From an optimization exercise on the open Yosys and OpenROAD flow, aimed at small area; shortcuts taken in it are not production practice. Function was checked by simulation only, so behaviour that the tests miss may differ from the original. Power is estimated from default activity; no workload was simulated. The flow treats the clock pin as an ideal source, which a real chip does not have.

Setup of pepper:
Design tych_tx_buf, start of the top module:
module tych_tx_buf (
  input  logic                     clk,
  input  logic                     rst,
  input  tych_pkg::mac_avltx_t     in_tx,
  output logic                     in_ready,
  output tych_pkg::mac_avltx_t     out_tx,
  output logic [2:0]               level,
  input  logic                     out_ready,
  output logic [31:0]              pkt_count,
  output logic [15:0]              frame_err_count
);
Size in the first run: about 6,700 cells after synthesis, roughly 1,100 I/O pins.
export LEC_CHECK = 0
export CAP_MARGIN = 0
export CORE_MARGIN = 2
export CORE_UTILIZATION = 50
export SLEW_MARGIN = 0
create_clock -name core_clock -period 6.0 [get_ports {clk}]
standard.sh (not shown) runs the stock make flow with config.mk's settings and CLKGATE_MAP_FILE= SYNTH_SCRIPT=/design/flow/synth_recipe.tcl, a recipe that flattens the netlist after the stock synthesis.
==> flow/flow/run.sh <==
#!/bin/bash
# Standard ORFS layout with four changes: ports buffered with buf_1 instead of the
# default delay buffer, a clock tree built from smaller clock buffers without dummy loads,
# the read multiplexer's gates re-covered with smaller cells before floorplanning
# (flow/remap.tcl), and the settings in config.mk. Each tool's output goes to its own log file here.
set -euo pipefail
bash standard.sh \
  "PRE_FLOORPLAN_TCL=$PWD/flow/remap.tcl" \
  "BUFFER_PORTS_ARGS=-buffer_cell sky130_fd_sc_hd__buf_1" \
  "CTS_ARGS=-sink_clustering_enable -repair_clock_nets -dont_use_dummy_load -buf_list {sky130_fd_sc_hd__clkbuf_16} -sink_clustering_size 27 -sink_clustering_max_diameter 90" \
  finish > make_finish.log 2>&1
Other scripts of this flow, unchanged in this note and not shown: flow/flow/remap.tcl
pepper: flow completed, timing, DRC and antenna clean
--- input diff pepper..onyx ---
==> flow/flow/run.sh <==
#!/bin/bash
# Standard ORFS layout with these changes: ports buffered with buf_1 instead of the
# default delay buffer, a clock tree built from smaller clock buffers without dummy loads,
# the read multiplexer's gates re-covered with smaller cells before floorplanning
# (flow/remap.tcl), the large buffers (buf_6 and up) kept out of placement-time fanout
# repair, and the settings in config.mk. Synthesis runs first, unchanged.
# Each tool's output goes to its own log file here.
set -euo pipefail
bash standard.sh synth > make_synth.log 2>&1
bash standard.sh \
  "DONT_USE_CELLS=sky130_fd_sc_hd__probe_p_8 sky130_fd_sc_hd__probec_p_8 sky130_fd_sc_hd__lpflow_bleeder_1 sky130_fd_sc_hd__lpflow_clkbufkapwr_1 sky130_fd_sc_hd__lpflow_clkbufkapwr_16 sky130_fd_sc_hd__lpflow_clkbufkapwr_2 sky130_fd_sc_hd__lpflow_clkbufkapwr_4 sky130_fd_sc_hd__lpflow_clkbufkapwr_8 sky130_fd_sc_hd__lpflow_clkinvkapwr_1 sky130_fd_sc_hd__lpflow_clkinvkapwr_16 sky130_fd_sc_hd__lpflow_clkinvkapwr_2 sky130_fd_sc_hd__lpflow_clkinvkapwr_4 sky130_fd_sc_hd__lpflow_clkinvkapwr_8 sky130_fd_sc_hd__lpflow_decapkapwr_12 sky130_fd_sc_hd__lpflow_decapkapwr_3 sky130_fd_sc_hd__lpflow_decapkapwr_4 sky130_fd_sc_hd__lpflow_decapkapwr_6 sky130_fd_sc_hd__lpflow_decapkapwr_8 sky130_fd_sc_hd__lpflow_inputiso0n_1 sky130_fd_sc_hd__lpflow_inputiso0p_1 sky130_fd_sc_hd__lpflow_inputiso1n_1 sky130_fd_sc_hd__lpflow_inputiso1p_1 sky130_fd_sc_hd__lpflow_inputisolatch_1 sky130_fd_sc_hd__lpflow_isobufsrc_1 sky130_fd_sc_hd__lpflow_isobufsrc_16 sky130_fd_sc_hd__lpflow_isobufsrc_2 sky130_fd_sc_hd__lpflow_isobufsrc_4 sky130_fd_sc_hd__lpflow_isobufsrc_8 sky130_fd_sc_hd__lpflow_isobufsrckapwr_16 sky130_fd_sc_hd__lpflow_lsbuf_lh_hl_isowell_tap_1 sky130_fd_sc_hd__lpflow_lsbuf_lh_hl_isowell_tap_2 sky130_fd_sc_hd__lpflow_lsbuf_lh_hl_isowell_tap_4 sky130_fd_sc_hd__lpflow_lsbuf_lh_isowell_4 sky130_fd_sc_hd__lpflow_lsbuf_lh_isowell_tap_1 sky130_fd_sc_hd__lpflow_lsbuf_lh_isowell_tap_2 sky130_fd_sc_hd__lpflow_lsbuf_lh_isowell_tap_4 sky130_fd_sc_hd__buf_6 sky130_fd_sc_hd__buf_8 sky130_fd_sc_hd__buf_12 sky130_fd_sc_hd__buf_16" \
  "PRE_FLOORPLAN_TCL=$PWD/flow/remap.tcl" \
  "BUFFER_PORTS_ARGS=-buffer_cell sky130_fd_sc_hd__buf_1" \
  "CTS_ARGS=-sink_clustering_enable -repair_clock_nets -dont_use_dummy_load -buf_list {sky130_fd_sc_hd__clkbuf_16} -sink_clustering_size 27 -sink_clustering_max_diameter 90" \
  finish > make_finish.log 2>&1
Notes after the runs:
- Every stage of the flow completed for onyx, and the final layout passed the timing, design-rule and antenna checks.
- Compared with pepper, leakage power of the design in onyx increased slightly.
- Between pepper and onyx, the combinational share of power does not differ in any meaningful way.
- onyx and pepper ended up with nearly the same post-CTS clock slew at the launch and capture registers of the worst setup and hold paths.
- On final setup skew, pepper loses to onyx.
- Cmp onyx vs pepper: overall power after layout higher in onyx
Setup changes, onyx to fjord
==> flow/flow/run.sh <==
#!/bin/bash
# Standard ORFS layout with four changes: ports buffered with buf_1 instead of the
# default delay buffer, a clock tree built from smaller clock buffers without dummy loads,
# the read multiplexer's gates re-covered with smaller cells before floorplanning
# (flow/remap.tcl), and the settings in config.mk. Each tool's output goes to its own log file here.
set -euo pipefail
bash standard.sh \
  "PRE_FLOORPLAN_TCL=$PWD/flow/remap.tcl" \
  "BUFFER_PORTS_ARGS=-buffer_cell sky130_fd_sc_hd__buf_1" \
  "CTS_ARGS=-sink_clustering_enable -repair_clock_nets -dont_use_dummy_load -buf_list {sky130_fd_sc_hd__clkbuf_16} -sink_clustering_size 31 -sink_clustering_max_diameter 100" \
  finish > make_finish.log 2>&1
--- a/flow/config.mk
+++ b/flow/config.mk
@@ -8,4 +8,4 @@
 export CAP_MARGIN = 0
 export CORE_MARGIN = 2
-export CORE_UTILIZATION = 50
+export CORE_UTILIZATION = 60
 export SLEW_MARGIN = 0
==> comparison <==
NOTE wire length of the first global-routing pass onyx->fjord decreased slightly. As far as number of sequential cells goes, fjord and onyx are indistinguishable; the numbers are identical. onyx: no failed stages, no open violations at the end. From the logs: fjord reached the end of the flow and failed the layout checks with max-slew violations. The layout buffering overhead excluding clock cells in fjord sits 1.0 points below the value recorded for onyx. Required time reported for the critical path endpoint essentially unchanged between fjord and onyx. The critical path depth in fjord sits 2 above the value recorded for onyx. [fjord] share of the clock period used by the worst path rose 0.47 points relative to onyx. Going from onyx to fjord, die extent in y shrank by a little under 10%. On fjord: worst reg2reg path depth is 1 higher than what onyx gave.

## static timing again, ports no longer ideal
The results above use ideal ports. As a check the final layouts listed here were re-extracted and re-timed, cells and wires unchanged.
Step 1 assumes that a clkbuf_16 drives the clock port and a buf_2 every other input.
Step 2 moves the port delays by t, midway between the first and last clock arrival at a register: inputs arrive t later, outputs are due t later. That takes back most of the time a late clock gives input paths.
Slacks: no drivers / after step 1 / after step 2; pairs: no drivers / after step 1.
run	t (ns)	slack for setup (ns)	clock arrival spread, ns
pepper	0.799	0.870 / 0.781 / 1.580	0.078 / 0.078
onyx	0.803	0.661 / 0.573 / 1.376	0.069 / 0.069
fjord	0.782	0.633 / 0.552 / 1.334	0.038 / 0.038
